Source: an optimization exercise on an open RTL-to-GDS flow (aim: small area). Production flows keep margins and buffers that such runs may drop.
In this exercise RTL edits were held to simulation tests only and were not proved equivalent to the original.
Power figures rest on the tool's default switching activity, not on a simulated workload.

--- design/flow/design.v ---
package dsi_pkg;
	typedef struct packed {
		logic [7:0] b;
		logic [7:0] g;
		logic [7:0] r;
	} rgb_t;
	typedef logic [95:0] pixel_quad_t;
	typedef logic [7:0][7:0] dsi_word_t;
endpackage
`timescale 1ns/1ps
module dsi_pattern_top (
	input  logic               clk,
	input  logic               i_rst_n,
	output logic               o_lcd_en_vcc,
	output logic               o_lcd_en_vsp,
	output logic               o_lcd_en_vsn,
	output logic               o_lcd_reset,
	output logic               o_lp_en,
	output logic               o_hs_en,
	output dsi_pkg::dsi_word_t o_link_a,
	output dsi_pkg::dsi_word_t o_link_b
);
	localparam logic [63:0] PKT_BLANK = 64'hf0b8000006000219;
	localparam logic [63:0] PKT_VSS = 64'h2500061907000001;
	localparam logic [63:0] PKT_HSS = 64'h2500061912000021;
	localparam logic [63:0] PKT_POST_SHORT = 64'h0870000000000000;
	localparam logic [63:0] PKT_DISP_ON = 64'h360011051c002905;
	localparam logic [63:0] PKT_PRE_RGB0 = 64'h0000000025000619;
	localparam logic [63:0] PKT_PRE_RGB1 = 64'h0409603e08700000;
	localparam logic [63:0] PKT_POST_RGB = 64'hffff1a0000190000;
	logic [7:0] g;
	logic [1:0] p;
	logic [9:0] c;
	logic       act;
	logic       dn;
	logic [2:0] ph;
	logic       video;
	logic       nff;
	logic line_end;
	logic frame_end;
	logic line0;
	assign line_end = !g[7] && g[6] && g[5] && g[4] && g[1] && p[1];
	assign frame_end = line_end && !act && c[7:0] == 8'd28;
	assign line0 = !act && c[7:0] == 8'd29;
	always_ff @(posedge clk) begin
		if (!i_rst_n) begin
			g <= 8'd27;
			p <= 2'd2;
			c <= 10'd579;
			act <= 1'b1;
			dn <= 1'b1;
		end else begin
			if (line_end) begin
				g <= 8'd241;
				p <= 2'd0;
				if (!act) begin
					if (c[7] && c[5] && c[4] && c[1]) begin
						act <= 1'b1;
						dn <= 1'b0;
						c <= '0;
					end else begin
						c <= c + 10'd1;
					end
				end else if (!dn) begin
					if (c[9] && c[8] && c[4] && c[3] && c[2] && c[1] && c[0])
						dn <= 1'b1;
					else
						c <= c + 10'd1;
				end else begin
					if (c == '0)
						act <= 1'b0;
					else
						c <= c - 10'd1;
				end
			end else if (p[1]) begin
				g <= g + 8'd1;
				p <= 2'd0;
			end else begin
				p <= {p[0], !p[0]};
			end
		end
	end
	logic step;
	always_comb begin
		case (ph)
			3'd0: step = !g[6] && g[5] && g[4] && g[3] && g[2] && g[0] && p[0] && c[7] && !c[6] && !c[4] && !c[3] && !c[2];
			3'd1: step = g[6] && !g[5] && g[4] && g[3] && g[2] && g[1] && p[1] && !c[7] && !c[6] && !c[5] && !c[4] && !c[3] && !c[2];
			3'd2: step = g[3] && g[2] && g[1] && !c[7] && c[5] && !c[4] && !c[3] && !c[2] && !c[0];
			3'd3: step = g[6] && g[5] && !g[4] && g[1] && c[7] && c[6] && c[3] && c[1];
			3'd7: step = 1'b0;
			default: step = frame_end;
		endcase
	end
	always_ff @(posedge clk or negedge i_rst_n) begin
		if (!i_rst_n)
			ph <= '0;
		else if (step)
			ph <= ph + 3'd1;
	end
	assign video = ph[2] && ph[1];
	assign nff = (ph == 3'd7);
	assign o_lcd_en_vcc = (ph != 3'd0);
	assign o_lcd_en_vsp = ph[2] || ph[1];
	assign o_lcd_en_vsn = ph[2] || (ph[1] && ph[0]);
	assign o_lcd_reset = ph[2];
	assign o_hs_en = video || (ph == 3'd5 && frame_end);
	assign o_lp_en = o_lcd_en_vsn && !o_hs_en;
	logic       yw;
	logic       up;
	logic       dmatch_l;
	logic       dmatch_r;
	logic [6:0] gx;
	logic       pay;
	logic       pp0;
	logic       pp1;
	logic       pp2;
	logic       pw;
	assign gx = g[6:0];
	assign yw = (c == '0);
	assign up = !dn || (c >= 10'd399);
	assign dmatch_l = (gx == c[9:3]);
	assign dmatch_r = ((gx + c[9:3]) == 7'd99);
	assign pay = video && act && !g[7] && (gx < 7'd100);
	assign pp0 = pay && !p[1] && !p[0];
	assign pp1 = pay && p[0];
	assign pp2 = pay && p[1];
	assign pw = pay && yw;
	logic p0;
	logic plo;
	logic pup;
	assign p0 = !p[1] && !p[0];
	assign plo = pay && !up;
	assign pup = pay && up;
	logic [63:0] pay_a;
	logic [63:0] pay_b;
	wire cR_0 = p0;
	wire cG_0 = p[1];
	wire cB_0 = p[0];
	wire cR_1 = p[0];
	wire cG_1 = p0;
	wire cB_1 = p[1];
	wire cR_2 = p[1];
	wire cG_2 = p[0];
	wire cB_2 = p0;
	wire a228_0 = (p0 && (gx <= 7'd28)) || (p[0] && (gx <= 7'd28)) || (p[1] && (gx < 7'd28));
	wire a457_0 = (p0 && (gx <= 7'd57)) || (p[0] && (gx < 7'd57)) || (p[1] && (gx < 7'd57));
	wire a685_0 = (p0 && (gx <= 7'd85)) || (p[0] && (gx <= 7'd85)) || (p[1] && (gx < 7'd85));
	wire a266_0 = (p0 && (gx <= 7'd33)) || (p[0] && (gx < 7'd33)) || (p[1] && (gx < 7'd33));
	wire a533_0 = (p0 && (gx <= 7'd66)) || (p[0] && (gx <= 7'd66)) || (p[1] && (gx < 7'd66));
	wire am_0 = (p0 && ml_0) || (p[0] && ml_2) || (p[1] && ml_5);
	wire aw_0 = pay && (yw || am_0);
	wire amid_0 = a533_0 && !a266_0;
	wire aon_0 = (cR_0 && a457_0) || cG_0 || (cB_0 && (a228_0 || (!a457_0 && a685_0)));
	assign pay_a[0] = aw_0 || (plo && (amid_0 || (a266_0 && cG_0)));
	assign pay_a[1] = aw_0 || (plo && (amid_0 || (!a533_0 && !cG_0)));
	assign pay_a[2] = aw_0 || (plo && (amid_0 || (a266_0 && cB_0)));
	assign pay_a[3] = aw_0 || (plo && (amid_0 || cB_0));
	assign pay_a[4] = aw_0 || (plo && (amid_0 || (!a533_0 && cR_0)));
	assign pay_a[5] = aw_0 || (plo && (amid_0 || (a266_0 && cG_0) || (!a533_0 && !cG_0)));
	assign pay_a[6] = aw_0 || (plo && (amid_0 || cB_0)) || (pup && aon_0);
	assign pay_a[7] = aw_0 || (plo && (amid_0)) || (pup && aon_0);
	wire b114_0 = (p0 && (gx <= 7'd14)) || (p[0] && (gx < 7'd14)) || (p[1] && (gx < 7'd14));
	wire b342_0 = (p0 && (gx <= 7'd42)) || (p[0] && (gx <= 7'd42)) || (p[1] && (gx <= 7'd42));
	wire b571_0 = (p0 && (gx <= 7'd71)) || (p[0] && (gx <= 7'd71)) || (p[1] && (gx < 7'd71));
	wire b266_0 = (p0 && (gx <= 7'd33)) || (p[0] && (gx < 7'd33)) || (p[1] && (gx < 7'd33));
	wire b533_0 = (p0 && (gx <= 7'd66)) || (p[0] && (gx <= 7'd66)) || (p[1] && (gx < 7'd66));
	wire bm_0 = (p0 && mr_0) || (p[0] && mr_2) || (p[1] && mr_5);
	wire bw_0 = pay && (yw || bm_0);
	wire bmid_0 = b533_0 && !b266_0;
	wire bon_0 = (cR_0 && !b114_0 && b571_0) || (cG_0 && b114_0) || (cB_0 && ((!b114_0 && b342_0) || !b571_0));
	assign pay_b[0] = bw_0 || (plo && 1'b1);
	assign pay_b[1] = bw_0 || (plo && bmid_0);
	assign pay_b[2] = bw_0 || (plo && b266_0);
	assign pay_b[3] = bw_0 || (plo && !bmid_0);
	assign pay_b[4] = bw_0 || (plo && b533_0);
	assign pay_b[5] = bw_0;
	assign pay_b[6] = bw_0 || (pup && bon_0);
	assign pay_b[7] = bw_0 || (pup && bon_0);
	wire a228_1 = (p0 && (gx <= 7'd28)) || (p[0] && (gx <= 7'd28)) || (p[1] && (gx < 7'd28));
	wire a457_1 = (p0 && (gx <= 7'd57)) || (p[0] && (gx < 7'd57)) || (p[1] && (gx < 7'd57));
	wire a685_1 = (p0 && (gx <= 7'd85)) || (p[0] && (gx <= 7'd85)) || (p[1] && (gx < 7'd85));
	wire a266_1 = (p0 && (gx <= 7'd33)) || (p[0] && (gx < 7'd33)) || (p[1] && (gx < 7'd33));
	wire a533_1 = (p0 && (gx <= 7'd66)) || (p[0] && (gx <= 7'd66)) || (p[1] && (gx < 7'd66));
	wire am_1 = (p0 && ml_0) || (p[0] && ml_3) || (p[1] && ml_5);
	wire aw_1 = pay && (yw || am_1);
	wire amid_1 = a533_1 && !a266_1;
	wire aon_1 = (cR_1 && a457_1) || cG_1 || (cB_1 && (a228_1 || (!a457_1 && a685_1)));
	assign pay_a[8] = aw_1 || (plo && (amid_1 || (a266_1 && cG_1)));
	assign pay_a[9] = aw_1 || (plo && (amid_1 || (!a533_1 && !cG_1)));
	assign pay_a[10] = aw_1 || (plo && (amid_1 || (a266_1 && cB_1)));
	assign pay_a[11] = aw_1 || (plo && (amid_1 || cB_1));
	assign pay_a[12] = aw_1 || (plo && (amid_1 || (!a533_1 && cR_1)));
	assign pay_a[13] = aw_1 || (plo && (amid_1 || (a266_1 && cG_1) || (!a533_1 && !cG_1)));
	assign pay_a[14] = aw_1 || (plo && (amid_1 || cB_1)) || (pup && aon_1);
	assign pay_a[15] = aw_1 || (plo && (amid_1)) || (pup && aon_1);
	wire b114_1 = (p0 && (gx <= 7'd14)) || (p[0] && (gx < 7'd14)) || (p[1] && (gx < 7'd14));
	wire b342_1 = (p0 && (gx <= 7'd42)) || (p[0] && (gx <= 7'd42)) || (p[1] && (gx <= 7'd42));
	wire b571_1 = (p0 && (gx <= 7'd71)) || (p[0] && (gx < 7'd71)) || (p[1] && (gx < 7'd71));
	wire b266_1 = (p0 && (gx <= 7'd33)) || (p[0] && (gx < 7'd33)) || (p[1] && (gx < 7'd33));
	wire b533_1 = (p0 && (gx <= 7'd66)) || (p[0] && (gx <= 7'd66)) || (p[1] && (gx < 7'd66));
	wire bm_1 = (p0 && mr_0) || (p[0] && mr_3) || (p[1] && mr_5);
	wire bw_1 = pay && (yw || bm_1);
	wire bmid_1 = b533_1 && !b266_1;
	wire bon_1 = (cR_1 && !b114_1 && b571_1) || (cG_1 && b114_1) || (cB_1 && ((!b114_1 && b342_1) || !b571_1));
	assign pay_b[8] = bw_1 || (plo && 1'b1);
	assign pay_b[9] = bw_1 || (plo && bmid_1);
	assign pay_b[10] = bw_1 || (plo && b266_1);
	assign pay_b[11] = bw_1 || (plo && !bmid_1);
	assign pay_b[12] = bw_1 || (plo && b533_1);
	assign pay_b[13] = bw_1;
	assign pay_b[14] = bw_1 || (pup && bon_1);
	assign pay_b[15] = bw_1 || (pup && bon_1);
	wire a228_2 = (p0 && (gx <= 7'd28)) || (p[0] && (gx <= 7'd28)) || (p[1] && (gx < 7'd28));
	wire a457_2 = (p0 && (gx <= 7'd57)) || (p[0] && (gx < 7'd57)) || (p[1] && (gx < 7'd57));
	wire a685_2 = (p0 && (gx <= 7'd85)) || (p[0] && (gx <= 7'd85)) || (p[1] && (gx < 7'd85));
	wire a266_2 = (p0 && (gx <= 7'd33)) || (p[0] && (gx < 7'd33)) || (p[1] && (gx < 7'd33));
	wire a533_2 = (p0 && (gx <= 7'd66)) || (p[0] && (gx <= 7'd66)) || (p[1] && (gx < 7'd66));
	wire am_2 = (p0 && ml_0) || (p[0] && ml_3) || (p[1] && ml_6);
	wire aw_2 = pay && (yw || am_2);
	wire amid_2 = a533_2 && !a266_2;
	wire aon_2 = (cR_2 && a457_2) || cG_2 || (cB_2 && (a228_2 || (!a457_2 && a685_2)));
	assign pay_a[16] = aw_2 || (plo && (amid_2 || (a266_2 && cG_2)));
	assign pay_a[17] = aw_2 || (plo && (amid_2 || (!a533_2 && !cG_2)));
	assign pay_a[18] = aw_2 || (plo && (amid_2 || (a266_2 && cB_2)));
	assign pay_a[19] = aw_2 || (plo && (amid_2 || cB_2));
	assign pay_a[20] = aw_2 || (plo && (amid_2 || (!a533_2 && cR_2)));
	assign pay_a[21] = aw_2 || (plo && (amid_2 || (a266_2 && cG_2) || (!a533_2 && !cG_2)));
	assign pay_a[22] = aw_2 || (plo && (amid_2 || cB_2)) || (pup && aon_2);
	assign pay_a[23] = aw_2 || (plo && (amid_2)) || (pup && aon_2);
	wire b114_2 = (p0 && (gx <= 7'd14)) || (p[0] && (gx < 7'd14)) || (p[1] && (gx < 7'd14));
	wire b342_2 = (p0 && (gx <= 7'd42)) || (p[0] && (gx <= 7'd42)) || (p[1] && (gx < 7'd42));
	wire b571_2 = (p0 && (gx <= 7'd71)) || (p[0] && (gx < 7'd71)) || (p[1] && (gx < 7'd71));
	wire b266_2 = (p0 && (gx <= 7'd33)) || (p[0] && (gx < 7'd33)) || (p[1] && (gx < 7'd33));
	wire b533_2 = (p0 && (gx <= 7'd66)) || (p[0] && (gx <= 7'd66)) || (p[1] && (gx < 7'd66));
	wire bm_2 = (p0 && mr_0) || (p[0] && mr_3) || (p[1] && mr_6);
	wire bw_2 = pay && (yw || bm_2);
	wire bmid_2 = b533_2 && !b266_2;
	wire bon_2 = (cR_2 && !b114_2 && b571_2) || (cG_2 && b114_2) || (cB_2 && ((!b114_2 && b342_2) || !b571_2));
	assign pay_b[16] = bw_2 || (plo && 1'b1);
	assign pay_b[17] = bw_2 || (plo && bmid_2);
	assign pay_b[18] = bw_2 || (plo && b266_2);
	assign pay_b[19] = bw_2 || (plo && !bmid_2);
	assign pay_b[20] = bw_2 || (plo && b533_2);
	assign pay_b[21] = bw_2;
	assign pay_b[22] = bw_2 || (pup && bon_2);
	assign pay_b[23] = bw_2 || (pup && bon_2);
	wire a228_3 = (p0 && (gx <= 7'd28)) || (p[0] && (gx <= 7'd28)) || (p[1] && (gx < 7'd28));
	wire a457_3 = (p0 && (gx < 7'd57)) || (p[0] && (gx < 7'd57)) || (p[1] && (gx < 7'd57));
	wire a685_3 = (p0 && (gx <= 7'd85)) || (p[0] && (gx <= 7'd85)) || (p[1] && (gx < 7'd85));
	wire a266_3 = (p0 && (gx <= 7'd33)) || (p[0] && (gx < 7'd33)) || (p[1] && (gx < 7'd33));
	wire a533_3 = (p0 && (gx <= 7'd66)) || (p[0] && (gx <= 7'd66)) || (p[1] && (gx < 7'd66));
	wire am_3 = (p0 && ml_1) || (p[0] && ml_3) || (p[1] && ml_6);
	wire aw_3 = pay && (yw || am_3);
	wire amid_3 = a533_3 && !a266_3;
	wire aon_3 = (cR_0 && a457_3) || cG_0 || (cB_0 && (a228_3 || (!a457_3 && a685_3)));
	assign pay_a[24] = aw_3 || (plo && (amid_3 || (a266_3 && cG_0)));
	assign pay_a[25] = aw_3 || (plo && (amid_3 || (!a533_3 && !cG_0)));
	assign pay_a[26] = aw_3 || (plo && (amid_3 || (a266_3 && cB_0)));
	assign pay_a[27] = aw_3 || (plo && (amid_3 || cB_0));
	assign pay_a[28] = aw_3 || (plo && (amid_3 || (!a533_3 && cR_0)));
	assign pay_a[29] = aw_3 || (plo && (amid_3 || (a266_3 && cG_0) || (!a533_3 && !cG_0)));
	assign pay_a[30] = aw_3 || (plo && (amid_3 || cB_0)) || (pup && aon_3);
	assign pay_a[31] = aw_3 || (plo && (amid_3)) || (pup && aon_3);
	wire b114_3 = (p0 && (gx <= 7'd14)) || (p[0] && (gx < 7'd14)) || (p[1] && (gx < 7'd14));
	wire b342_3 = (p0 && (gx <= 7'd42)) || (p[0] && (gx <= 7'd42)) || (p[1] && (gx < 7'd42));
	wire b571_3 = (p0 && (gx <= 7'd71)) || (p[0] && (gx < 7'd71)) || (p[1] && (gx < 7'd71));
	wire b266_3 = (p0 && (gx <= 7'd33)) || (p[0] && (gx < 7'd33)) || (p[1] && (gx < 7'd33));
	wire b533_3 = (p0 && (gx <= 7'd66)) || (p[0] && (gx <= 7'd66)) || (p[1] && (gx < 7'd66));
	wire bm_3 = (p0 && mr_1) || (p[0] && mr_3) || (p[1] && mr_6);
	wire bw_3 = pay && (yw || bm_3);
	wire bmid_3 = b533_3 && !b266_3;
	wire bon_3 = (cR_0 && !b114_3 && b571_3) || (cG_0 && b114_3) || (cB_0 && ((!b114_3 && b342_3) || !b571_3));
	assign pay_b[24] = bw_3 || (plo && 1'b1);
	assign pay_b[25] = bw_3 || (plo && bmid_3);
	assign pay_b[26] = bw_3 || (plo && b266_3);
	assign pay_b[27] = bw_3 || (plo && !bmid_3);
	assign pay_b[28] = bw_3 || (plo && b533_3);
	assign pay_b[29] = bw_3;
	assign pay_b[30] = bw_3 || (pup && bon_3);
	assign pay_b[31] = bw_3 || (pup && bon_3);
	wire a228_4 = (p0 && (gx <= 7'd28)) || (p[0] && (gx < 7'd28)) || (p[1] && (gx < 7'd28));
	wire a457_4 = (p0 && (gx < 7'd57)) || (p[0] && (gx < 7'd57)) || (p[1] && (gx < 7'd57));
	wire a685_4 = (p0 && (gx <= 7'd85)) || (p[0] && (gx <= 7'd85)) || (p[1] && (gx < 7'd85));
	wire a266_4 = (p0 && (gx <= 7'd33)) || (p[0] && (gx < 7'd33)) || (p[1] && (gx < 7'd33));
	wire a533_4 = (p0 && (gx <= 7'd66)) || (p[0] && (gx <= 7'd66)) || (p[1] && (gx < 7'd66));
	wire am_4 = (p0 && ml_1) || (p[0] && ml_4) || (p[1] && ml_6);
	wire aw_4 = pay && (yw || am_4);
	wire amid_4 = a533_4 && !a266_4;
	wire aon_4 = (cR_1 && a457_4) || cG_1 || (cB_1 && (a228_4 || (!a457_4 && a685_4)));
	assign pay_a[32] = aw_4 || (plo && (amid_4 || (a266_4 && cG_1)));
	assign pay_a[33] = aw_4 || (plo && (amid_4 || (!a533_4 && !cG_1)));
	assign pay_a[34] = aw_4 || (plo && (amid_4 || (a266_4 && cB_1)));
	assign pay_a[35] = aw_4 || (plo && (amid_4 || cB_1));
	assign pay_a[36] = aw_4 || (plo && (amid_4 || (!a533_4 && cR_1)));
	assign pay_a[37] = aw_4 || (plo && (amid_4 || (a266_4 && cG_1) || (!a533_4 && !cG_1)));
	assign pay_a[38] = aw_4 || (plo && (amid_4 || cB_1)) || (pup && aon_4);
	assign pay_a[39] = aw_4 || (plo && (amid_4)) || (pup && aon_4);
	wire b114_4 = (p0 && (gx <= 7'd14)) || (p[0] && (gx < 7'd14)) || (p[1] && (gx < 7'd14));
	wire b342_4 = (p0 && (gx <= 7'd42)) || (p[0] && (gx <= 7'd42)) || (p[1] && (gx < 7'd42));
	wire b571_4 = (p0 && (gx <= 7'd71)) || (p[0] && (gx < 7'd71)) || (p[1] && (gx < 7'd71));
	wire b266_4 = (p0 && (gx <= 7'd33)) || (p[0] && (gx < 7'd33)) || (p[1] && (gx < 7'd33));
	wire b533_4 = (p0 && (gx <= 7'd66)) || (p[0] && (gx <= 7'd66)) || (p[1] && (gx < 7'd66));
	wire bm_4 = (p0 && mr_1) || (p[0] && mr_4) || (p[1] && mr_6);
	wire bw_4 = pay && (yw || bm_4);
	wire bmid_4 = b533_4 && !b266_4;
	wire bon_4 = (cR_1 && !b114_4 && b571_4) || (cG_1 && b114_4) || (cB_1 && ((!b114_4 && b342_4) || !b571_4));
	assign pay_b[32] = bw_4 || (plo && 1'b1);
	assign pay_b[33] = bw_4 || (plo && bmid_4);
	assign pay_b[34] = bw_4 || (plo && b266_4);
	assign pay_b[35] = bw_4 || (plo && !bmid_4);
	assign pay_b[36] = bw_4 || (plo && b533_4);
	assign pay_b[37] = bw_4;
	assign pay_b[38] = bw_4 || (pup && bon_4);
	assign pay_b[39] = bw_4 || (pup && bon_4);
	wire a228_5 = (p0 && (gx <= 7'd28)) || (p[0] && (gx < 7'd28)) || (p[1] && (gx < 7'd28));
	wire a457_5 = (p0 && (gx < 7'd57)) || (p[0] && (gx < 7'd57)) || (p[1] && (gx < 7'd57));
	wire a685_5 = (p0 && (gx <= 7'd85)) || (p[0] && (gx <= 7'd85)) || (p[1] && (gx < 7'd85));
	wire a266_5 = (p0 && (gx <= 7'd33)) || (p[0] && (gx < 7'd33)) || (p[1] && (gx < 7'd33));
	wire a533_5 = (p0 && (gx <= 7'd66)) || (p[0] && (gx <= 7'd66)) || (p[1] && (gx < 7'd66));
	wire am_5 = (p0 && ml_1) || (p[0] && ml_4) || (p[1] && ml_7);
	wire aw_5 = pay && (yw || am_5);
	wire amid_5 = a533_5 && !a266_5;
	wire aon_5 = (cR_2 && a457_5) || cG_2 || (cB_2 && (a228_5 || (!a457_5 && a685_5)));
	assign pay_a[40] = aw_5 || (plo && (amid_5 || (a266_5 && cG_2)));
	assign pay_a[41] = aw_5 || (plo && (amid_5 || (!a533_5 && !cG_2)));
	assign pay_a[42] = aw_5 || (plo && (amid_5 || (a266_5 && cB_2)));
	assign pay_a[43] = aw_5 || (plo && (amid_5 || cB_2));
	assign pay_a[44] = aw_5 || (plo && (amid_5 || (!a533_5 && cR_2)));
	assign pay_a[45] = aw_5 || (plo && (amid_5 || (a266_5 && cG_2) || (!a533_5 && !cG_2)));
	assign pay_a[46] = aw_5 || (plo && (amid_5 || cB_2)) || (pup && aon_5);
	assign pay_a[47] = aw_5 || (plo && (amid_5)) || (pup && aon_5);
	wire b114_5 = (p0 && (gx <= 7'd14)) || (p[0] && (gx < 7'd14)) || (p[1] && (gx < 7'd14));
	wire b342_5 = (p0 && (gx <= 7'd42)) || (p[0] && (gx <= 7'd42)) || (p[1] && (gx < 7'd42));
	wire b571_5 = (p0 && (gx <= 7'd71)) || (p[0] && (gx < 7'd71)) || (p[1] && (gx < 7'd71));
	wire b266_5 = (p0 && (gx <= 7'd33)) || (p[0] && (gx < 7'd33)) || (p[1] && (gx < 7'd33));
	wire b533_5 = (p0 && (gx <= 7'd66)) || (p[0] && (gx <= 7'd66)) || (p[1] && (gx < 7'd66));
	wire bm_5 = (p0 && mr_1) || (p[0] && mr_4) || (p[1] && mr_7);
	wire bw_5 = pay && (yw || bm_5);
	wire bmid_5 = b533_5 && !b266_5;
	wire bon_5 = (cR_2 && !b114_5 && b571_5) || (cG_2 && b114_5) || (cB_2 && ((!b114_5 && b342_5) || !b571_5));
	assign pay_b[40] = bw_5 || (plo && 1'b1);
	assign pay_b[41] = bw_5 || (plo && bmid_5);
	assign pay_b[42] = bw_5 || (plo && b266_5);
	assign pay_b[43] = bw_5 || (plo && !bmid_5);
	assign pay_b[44] = bw_5 || (plo && b533_5);
	assign pay_b[45] = bw_5;
	assign pay_b[46] = bw_5 || (pup && bon_5);
	assign pay_b[47] = bw_5 || (pup && bon_5);
	wire a228_6 = (p0 && (gx <= 7'd28)) || (p[0] && (gx < 7'd28)) || (p[1] && (gx < 7'd28));
	wire a457_6 = (p0 && (gx < 7'd57)) || (p[0] && (gx < 7'd57)) || (p[1] && (gx < 7'd57));
	wire a685_6 = (p0 && (gx <= 7'd85)) || (p[0] && (gx <= 7'd85)) || (p[1] && (gx < 7'd85));
	wire a266_6 = (p0 && (gx < 7'd33)) || (p[0] && (gx < 7'd33)) || (p[1] && (gx < 7'd33));
	wire a533_6 = (p0 && (gx <= 7'd66)) || (p[0] && (gx <= 7'd66)) || (p[1] && (gx < 7'd66));
	wire am_6 = (p0 && ml_2) || (p[0] && ml_4) || (p[1] && ml_7);
	wire aw_6 = pay && (yw || am_6);
	wire amid_6 = a533_6 && !a266_6;
	wire aon_6 = (cR_0 && a457_6) || cG_0 || (cB_0 && (a228_6 || (!a457_6 && a685_6)));
	assign pay_a[48] = aw_6 || (plo && (amid_6 || (a266_6 && cG_0)));
	assign pay_a[49] = aw_6 || (plo && (amid_6 || (!a533_6 && !cG_0)));
	assign pay_a[50] = aw_6 || (plo && (amid_6 || (a266_6 && cB_0)));
	assign pay_a[51] = aw_6 || (plo && (amid_6 || cB_0));
	assign pay_a[52] = aw_6 || (plo && (amid_6 || (!a533_6 && cR_0)));
	assign pay_a[53] = aw_6 || (plo && (amid_6 || (a266_6 && cG_0) || (!a533_6 && !cG_0)));
	assign pay_a[54] = aw_6 || (plo && (amid_6 || cB_0)) || (pup && aon_6);
	assign pay_a[55] = aw_6 || (plo && (amid_6)) || (pup && aon_6);
	wire b114_6 = (p0 && (gx < 7'd14)) || (p[0] && (gx < 7'd14)) || (p[1] && (gx < 7'd14));
	wire b342_6 = (p0 && (gx <= 7'd42)) || (p[0] && (gx <= 7'd42)) || (p[1] && (gx < 7'd42));
	wire b571_6 = (p0 && (gx <= 7'd71)) || (p[0] && (gx < 7'd71)) || (p[1] && (gx < 7'd71));
	wire b266_6 = (p0 && (gx < 7'd33)) || (p[0] && (gx < 7'd33)) || (p[1] && (gx < 7'd33));
	wire b533_6 = (p0 && (gx <= 7'd66)) || (p[0] && (gx <= 7'd66)) || (p[1] && (gx < 7'd66));
	wire bm_6 = (p0 && mr_2) || (p[0] && mr_4) || (p[1] && mr_7);
	wire bw_6 = pay && (yw || bm_6);
	wire bmid_6 = b533_6 && !b266_6;
	wire bon_6 = (cR_0 && !b114_6 && b571_6) || (cG_0 && b114_6) || (cB_0 && ((!b114_6 && b342_6) || !b571_6));
	assign pay_b[48] = bw_6 || (plo && 1'b1);
	assign pay_b[49] = bw_6 || (plo && bmid_6);
	assign pay_b[50] = bw_6 || (plo && b266_6);
	assign pay_b[51] = bw_6 || (plo && !bmid_6);
	assign pay_b[52] = bw_6 || (plo && b533_6);
	assign pay_b[53] = bw_6;
	assign pay_b[54] = bw_6 || (pup && bon_6);
	assign pay_b[55] = bw_6 || (pup && bon_6);
	wire a228_7 = (p0 && (gx <= 7'd28)) || (p[0] && (gx < 7'd28)) || (p[1] && (gx < 7'd28));
	wire a457_7 = (p0 && (gx < 7'd57)) || (p[0] && (gx < 7'd57)) || (p[1] && (gx < 7'd57));
	wire a685_7 = (p0 && (gx <= 7'd85)) || (p[0] && (gx < 7'd85)) || (p[1] && (gx < 7'd85));
	wire a266_7 = (p0 && (gx < 7'd33)) || (p[0] && (gx < 7'd33)) || (p[1] && (gx < 7'd33));
	wire a533_7 = (p0 && (gx <= 7'd66)) || (p[0] && (gx < 7'd66)) || (p[1] && (gx < 7'd66));
	wire am_7 = (p0 && ml_2) || (p[0] && ml_5) || (p[1] && ml_7);
	wire aw_7 = pay && (yw || am_7);
	wire amid_7 = a533_7 && !a266_7;
	wire aon_7 = (cR_1 && a457_7) || cG_1 || (cB_1 && (a228_7 || (!a457_7 && a685_7)));
	assign pay_a[56] = aw_7 || (plo && (amid_7 || (a266_7 && cG_1)));
	assign pay_a[57] = aw_7 || (plo && (amid_7 || (!a533_7 && !cG_1)));
	assign pay_a[58] = aw_7 || (plo && (amid_7 || (a266_7 && cB_1)));
	assign pay_a[59] = aw_7 || (plo && (amid_7 || cB_1));
	assign pay_a[60] = aw_7 || (plo && (amid_7 || (!a533_7 && cR_1)));
	assign pay_a[61] = aw_7 || (plo && (amid_7 || (a266_7 && cG_1) || (!a533_7 && !cG_1)));
	assign pay_a[62] = aw_7 || (plo && (amid_7 || cB_1)) || (pup && aon_7);
	assign pay_a[63] = aw_7 || (plo && (amid_7)) || (pup && aon_7);
	wire b114_7 = (p0 && (gx < 7'd14)) || (p[0] && (gx < 7'd14)) || (p[1] && (gx < 7'd14));
	wire b342_7 = (p0 && (gx <= 7'd42)) || (p[0] && (gx <= 7'd42)) || (p[1] && (gx < 7'd42));
	wire b571_7 = (p0 && (gx <= 7'd71)) || (p[0] && (gx < 7'd71)) || (p[1] && (gx < 7'd71));
	wire b266_7 = (p0 && (gx < 7'd33)) || (p[0] && (gx < 7'd33)) || (p[1] && (gx < 7'd33));
	wire b533_7 = (p0 && (gx <= 7'd66)) || (p[0] && (gx < 7'd66)) || (p[1] && (gx < 7'd66));
	wire bm_7 = (p0 && mr_2) || (p[0] && mr_5) || (p[1] && mr_7);
	wire bw_7 = pay && (yw || bm_7);
	wire bmid_7 = b533_7 && !b266_7;
	wire bon_7 = (cR_1 && !b114_7 && b571_7) || (cG_1 && b114_7) || (cB_1 && ((!b114_7 && b342_7) || !b571_7));
	assign pay_b[56] = bw_7 || (plo && 1'b1);
	assign pay_b[57] = bw_7 || (plo && bmid_7);
	assign pay_b[58] = bw_7 || (plo && b266_7);
	assign pay_b[59] = bw_7 || (plo && !bmid_7);
	assign pay_b[60] = bw_7 || (plo && b533_7);
	assign pay_b[61] = bw_7;
	assign pay_b[62] = bw_7 || (pup && bon_7);
	assign pay_b[63] = bw_7 || (pup && bon_7);
	wire ml_0 = (dmatch_l && c[2:0] == 3'd0) || gx == 7'd0;
	wire mr_0 = (dmatch_r && c[2:0] == 3'd7);
	wire ml_1 = (dmatch_l && c[2:0] == 3'd1);
	wire mr_1 = (dmatch_r && c[2:0] == 3'd6);
	wire ml_2 = (dmatch_l && c[2:0] == 3'd2);
	wire mr_2 = (dmatch_r && c[2:0] == 3'd5);
	wire ml_3 = (dmatch_l && c[2:0] == 3'd3);
	wire mr_3 = (dmatch_r && c[2:0] == 3'd4);
	wire ml_4 = (dmatch_l && c[2:0] == 3'd4);
	wire mr_4 = (dmatch_r && c[2:0] == 3'd3);
	wire ml_5 = (dmatch_l && c[2:0] == 3'd5);
	wire mr_5 = (dmatch_r && c[2:0] == 3'd2);
	wire ml_6 = (dmatch_l && c[2:0] == 3'd6);
	wire mr_6 = (dmatch_r && c[2:0] == 3'd1);
	wire ml_7 = (dmatch_l && c[2:0] == 3'd7);
	wire mr_7 = (dmatch_r && c[2:0] == 3'd0) || gx == 7'd99;
	logic [63:0] ctl;
	always_comb begin
		ctl = PKT_BLANK;
		if (!video || pay)
			ctl = '0;
		else if (g[7] && !g[3] && !g[2] && !g[1] && !p[1] && !p[0])
			ctl = line0 ? PKT_VSS : PKT_HSS;
		else if (g[7] && !g[3] && !g[2] && !g[1] && p[0])
			ctl = PKT_POST_SHORT;
		else if (line0 && !nff && g[7] && !g[3] && !g[2] && g[1] && g[0] && p[1])
			ctl = PKT_DISP_ON;
		else if (act && g[7] && g[3] && g[2] && g[1] && g[0] && p[0])
			ctl = PKT_PRE_RGB0;
		else if (act && g[7] && g[3] && g[2] && g[1] && g[0] && p[1])
			ctl = PKT_PRE_RGB1;
		else if (act && g[6] && g[5] && !g[4] && !g[3] && g[2] && !g[1] && !g[0] && !p[1] && !p[0])
			ctl = PKT_POST_RGB;
	end
	assign o_link_a = pay_a | ctl;
	assign o_link_b = pay_b | ctl;
endmodule
--- design/flow/flow/run.sh ---
#!/bin/bash
# Standard layout, with two changes:
#  - after the standard synthesis, its combinational logic is mapped again for
#    area (the flip-flops, their names and cell types are left as they are):
#    four ABC runs with different seeds, the smallest result is kept;
#  - the port buffers are the smallest buffer cell, not the one buffer_ports
#    picks by default.
# Each tool's output goes to a log of its own in the work folder.
set -euo pipefail
W=$(pwd)
R=$W/orfs/results/$FLOW_PLATFORM/dsi_pattern_top/base
LIB=$FLOW_HOME/platforms/$FLOW_PLATFORM/lib/sky130_fd_sc_hd__tt_025C_1v80.lib

bash standard.sh synth > "$W/log_1_synth.log" 2>&1
cp "$R/1_2_yosys.v" "$W/std_synth.v"

mkdir -p "$W/remap"
for s in 1 2 3 4; do
	sed -e "s/@S1@/$s/" -e "s/@S2@/$((s + 10))/" "$W/flow/remap.abc" > "$W/remap/remap_$s.abc"
	sed -e "s#@LIB@#$LIB#g" -e "s#@IN@#$W/std_synth.v#" -e "s#@OUT@#$W/remap/remapped_$s.v#" \
		-e "s#@TOP@#$FLOW_TOP#" -e "s#@ABC@#$W/remap/remap_$s.abc#" "$W/flow/remap.ys" > "$W/remap/remap_$s.ys"
	yosys -s "$W/remap/remap_$s.ys" > "$W/log_1_remap_$s.log" 2>&1 &
done
wait
best=""
best_area=""
for s in 1 2 3 4; do
	a=$(grep "Chip area for module" "$W/log_1_remap_$s.log" | tail -1 | awk '{print $NF}')
	[[ -n "$a" && -f "$W/remap/remapped_$s.v" ]] || continue
	if [[ -z "$best" ]] || awk -v a="$a" -v b="$best_area" 'BEGIN { exit !(a < b) }'; then
		best=$s
		best_area=$a
	fi
done
[[ -n "$best" ]]
echo "remap: kept run $best, area $best_area" > "$W/log_1_remap_choice.log"
cp "$W/remap/remapped_$best.v" "$R/1_2_yosys.v"
rm -f "$R/1_synth.odb" "$R/1_synth.sdc"

BUFFER_PORTS_ARGS="-buffer_cell sky130_fd_sc_hd__buf_1" bash standard.sh finish > "$W/log_2_layout.log" 2>&1
--- design/flow/flow/remap.abc ---
strash
&get -n
&deepsyn -T 60 -S @S1@
&put
dch
map -a
strash
&get -n
&deepsyn -T 60 -S @S2@
&put
dch
map -a
--- design/flow/flow/remap.ys ---
# Map the standard synthesis's combinational logic again, for area. The
# flip-flop cells stay black boxes, so they keep their names and types.
read_liberty -ignore_miss_func @LIB@
blackbox sky130_fd_sc_hd__df* sky130_fd_sc_hd__edf* sky130_fd_sc_hd__sdf* sky130_fd_sc_hd__dl* sky130_fd_sc_hd__sedf* sky130_fd_sc_hd__sdl*
read_verilog @IN@
hierarchy -top @TOP@
flatten
opt -purge
abc -liberty @LIB@ -dont_use sky130_fd_sc_hd__probe_p_8 -dont_use sky130_fd_sc_hd__probec_p_8 -dont_use sky130_fd_sc_hd__lpflow_* -script @ABC@
opt_clean -purge
splitnets
opt_clean -purge
hilomap -singleton -hicell sky130_fd_sc_hd__conb_1 HI -locell sky130_fd_sc_hd__conb_1 LO
insbuf -buf sky130_fd_sc_hd__buf_1 A X
read_liberty -lib @LIB@
stat -liberty @LIB@
write_verilog -noattr -nohex -nodec @OUT@
--- design/flow/standard.sh ---
#!/bin/bash
# synth_recipe.tcl (not shown) runs the flow's synth.tcl, then flattens the netlist and writes it again
# the make line also repeats each setting of config.mk as NAME=value (left out here)
make -C /OpenROAD-flow-scripts/flow DESIGN_CONFIG=/design/flow/config.mk WORK_HOME=/design/flow/orfs CLKGATE_MAP_FILE= SYNTH_SCRIPT=/design/flow/synth_recipe.tcl "${@:-finish}"
--- design/flow/config.mk ---
export PLATFORM = sky130hd
export DESIGN_NAME = dsi_pattern_top
export DESIGN_NICKNAME = dsi_pattern_top
export VERILOG_FILES = /design/flow/design.v
export SDC_FILE = /design/flow/constraint.sdc
export NUM_CORES = 4
export LEC_CHECK = 0
export ABC_AREA = 1
export CAP_MARGIN = 20
export CORE_MARGIN = 2
export CORE_UTILIZATION = 60
export SLEW_MARGIN = 20
--- design/flow/constraint.sdc ---
create_clock -name core_clock -period 16.0 [get_ports {clk}]
set_input_delay 3.2000 -clock core_clock [delete_from_list [all_inputs] [get_ports {clk}]]
set_output_delay 3.2000 -clock core_clock [all_outputs]
set_load 0.01 [all_outputs]
==> results.txt <==
cell usage in the layout, fill, tap and decap left out, types with 2 or more instances in the layout:
| cell type | count |
|---|---|
| nor2_1 | 141 |
| buf_1 | 135 |
| nand2_1 | 133 |
| clkinv_1 | 105 |
| nand3_1 | 58 |
| a21oi_1 | 33 |
| o21ai_0 | 32 |
| nor3_1 | 28 |
| dfxtp_1 | 22 |
| nor4_1 | 12 |
| nand4_1 | 9 |
| o31ai_1 | 5 |
| a31oi_1 | 4 |
| xnor2_1 | 4 |
| o211ai_1 | 4 |
| o2111ai_1 | 3 |
| a41oi_1 | 3 |
| and3_2 | 3 |
| clkbuf_8 | 3 |
| dfrtp_1 | 3 |
| a311oi_1 | 2 |
| xor2_1 | 2 |
| a22oi_1 | 2 |
| a32oi_1 | 2 |
| a21boi_0 | 2 |
| or2_2 | 2 |
| o221ai_1 | 2 |
| nand3b_1 | 2 |
worst max path at each step:
stage                     startpoint     endpoint  slack [ns]  depth (start not counted)
after floorplan                 g[6]  o_link_b[7]        9.26                         22
after global placement          g[6]  o_link_b[7]        8.77                         22
after detailed placement        g[6]  o_link_b[7]        8.43                         22
after CTS                       g[6]  o_link_b[7]        8.11                         22
after global routing            g[6]  o_link_b[7]        7.47                         22
final                           g[6]  o_link_b[7]        7.76                         22
critical path, cell delays in order (launching register included):
cell       delay, ns
dfxtp_1         0.60
clkinv_1        0.35
nor2_1          0.18
clkinv_1        0.09
a21oi_1         0.19
nor3_1          0.10
clkinv_1        0.05
nor2_1          0.08
clkinv_1        0.10
a2111oi_0       0.07
nand2_1         0.13
clkinv_1        0.11
a41oi_1         0.30
nand3_1         0.20
a21oi_1         0.56
nand2_1         0.13
nand2_1         0.27
nor2_1          0.07
a21oi_1         0.50
a21oi_1         0.21
clkinv_1        0.18
o21ai_0         0.14
buf_1           0.16
registers in the layout, summed over array words and instances (netlist names):
signal  flops
act         1
p           2
g           8
ph          3
c          10
dn          1
power breakdown:
| part | internal [mW] | switching, mW | total (mW) |
|---|---|---|---|
| Combinational | 0.00665 | 0.0189 | 0.0256 |
| Sequential | 0.0640 | 0.00475 | 0.0687 |
| Clock | 0.0179 | 0.0211 | 0.0390 |
metrics by stage:
step | utilization, % | std cells | hold slack, ns | instance area (um2)
finish | 74.9 | 836 | 0.543 | 3870
global route | 74.9 | 836 | 0.552 | 3870
CTS | 74.9 | 836 | 0.521 | 3870
detailed placement | 74.0 | 832 | 0.509 | 3830
global placement | 74.0 | 832 | 0.510 | 3830
floorplan | - | 632 | 0.462 | 3250
routing by layer:
layer	wire length [um]	track usage, %
met1	5300	61.0
met2	6060	72.0
met3	2460	13.4
met4	852	21.6
met5	0	0
final cells by class:
class,instances,area (um2)
fillers,475,1300
clock buffers,4,45.0
inverters,105,394
repair buffers,135,507
multi-input cells,497,2320
well taps,70,87.6
flip-flops and latches,25,515
==> results.toml <==
[outcome]
status = "complete, no violations"

[critical_path]
crit_type = "reg -> out"
cp_max_fo = 12
cp-start-kind = "flip-flop"
r2r_slack_ns = 11.40
required_ns = 12.80
timing.rr.start = "g[6]"
reg2reg_depth = 14
r2r_end = "c[5]"
cp-end-kind = "output port"
cp.arrival_ns = 5.04

[timing]
setup_ws_ns = 7.76
finalCriticalPeriod_ns = 8.24
relSlewSlack_pct = 25.6
fin_tns_setup_ns = 0
fin_crit_sh_pct = 51.5
clock_skew_ns = 0.00249
tightest_slew_ns = 1.11
rsz0062_at_grt = "false"
timing.fmax_mhz = 121
finalSetupViolCount = 0
slew_viol_final = 0
hold_violations = 0

[routing]
vias_per_cell = 6.52
vias = 5447
wirelength_um = 14700
drt_iter0_drc = 1067
routedWlPerCell_um = 17.5
drtPass1Iterations = 12
drc = 0
ant_nets = 0

[place]
place.gp.congestion = 1.15
place_hpwl_um = 11400
port-buffer-count = 135
dp_slack_ns = 8.43

[clock_network]
postCtsSetupBuffers = 0
root_buffer = "clkbuf_8"
clkLatencyLatePin_ns = 0.27
cts_hold_buf = 0
tritoncts = "yes"
cts_sinks = 25
cts_buffers = 3
clkSlewWorstSetupHoldPaths_ns = 0.09
post_cts_resized = 0
clockBufferDepth = 2
cts_max_level = 1

[layout]
final_layout_size_suffix_gt1_share_pct = 1.44
area_delta_synth_final_pct = 19.1
nets = 769
n_antenna_cell = 0

[die]
die_w_um = 77.6
num_rows = 26
die_area_um2 = 6020
start_util_pct = 62.9
die_h_um = 77.6
io_pins = 136
coreArea_um2 = 5170

[logic_synthesis]
synth_nets = 634
ys_warn_count = 1
synthCells = 632
synth.avg_cell_area_um2 = 5.15
syn_area_um2 = 3250

[global_routing]
grt_pass1_vias = 4957
antenna_found_initial = 0
grt_usage_pct = 47.1
grt_pass1_wl_um = 23300
grt_remaining_overflow = 0
grt_max_degree = 18

[pwr]
power_density_nw_per_um2 = 34.4
irDropWorstVdd_mv = 0.0573
power_mw = 0.133
p_leak_nw = 2.00

[worst_hold_path]
hold_path_class = "reg -> reg"
hold_end = "g[7]"
hold_start = "g[7]"
hold_depth = 2

[job]
maxCapViolCount = 0

==> afterwards: timing with drivers on the ports <==
The results above use ideal ports. As a check the final layout listed here was re-extracted and re-timed, cells and wires unchanged. Step 1 (the two cells are an assumption about what drives the block):
set clk [get_ports {clk}]
set_driving_cell -lib_cell sky130_fd_sc_hd__clkbuf_16 $clk
set_driving_cell -lib_cell sky130_fd_sc_hd__buf_2 [delete_from_list [all_inputs] $clk]
Step 2 times the ports against the registers' clock, not the clock port: input delays grow and output delays shrink by t, the midpoint of the rising clock arrivals with the driver on. Three values: ideal ports, drivers, drivers and shift; two values: the first two.
t, ns: 0.297
setup WS [ns]: 7.762 / 7.737 / 8.034
clock arrival spread, ns: 0.002 / 0.002
After both steps this run still meets setup and hold. The setup slack of this run moves by -0.025 ns with the drivers and by +0.272 ns with both steps.
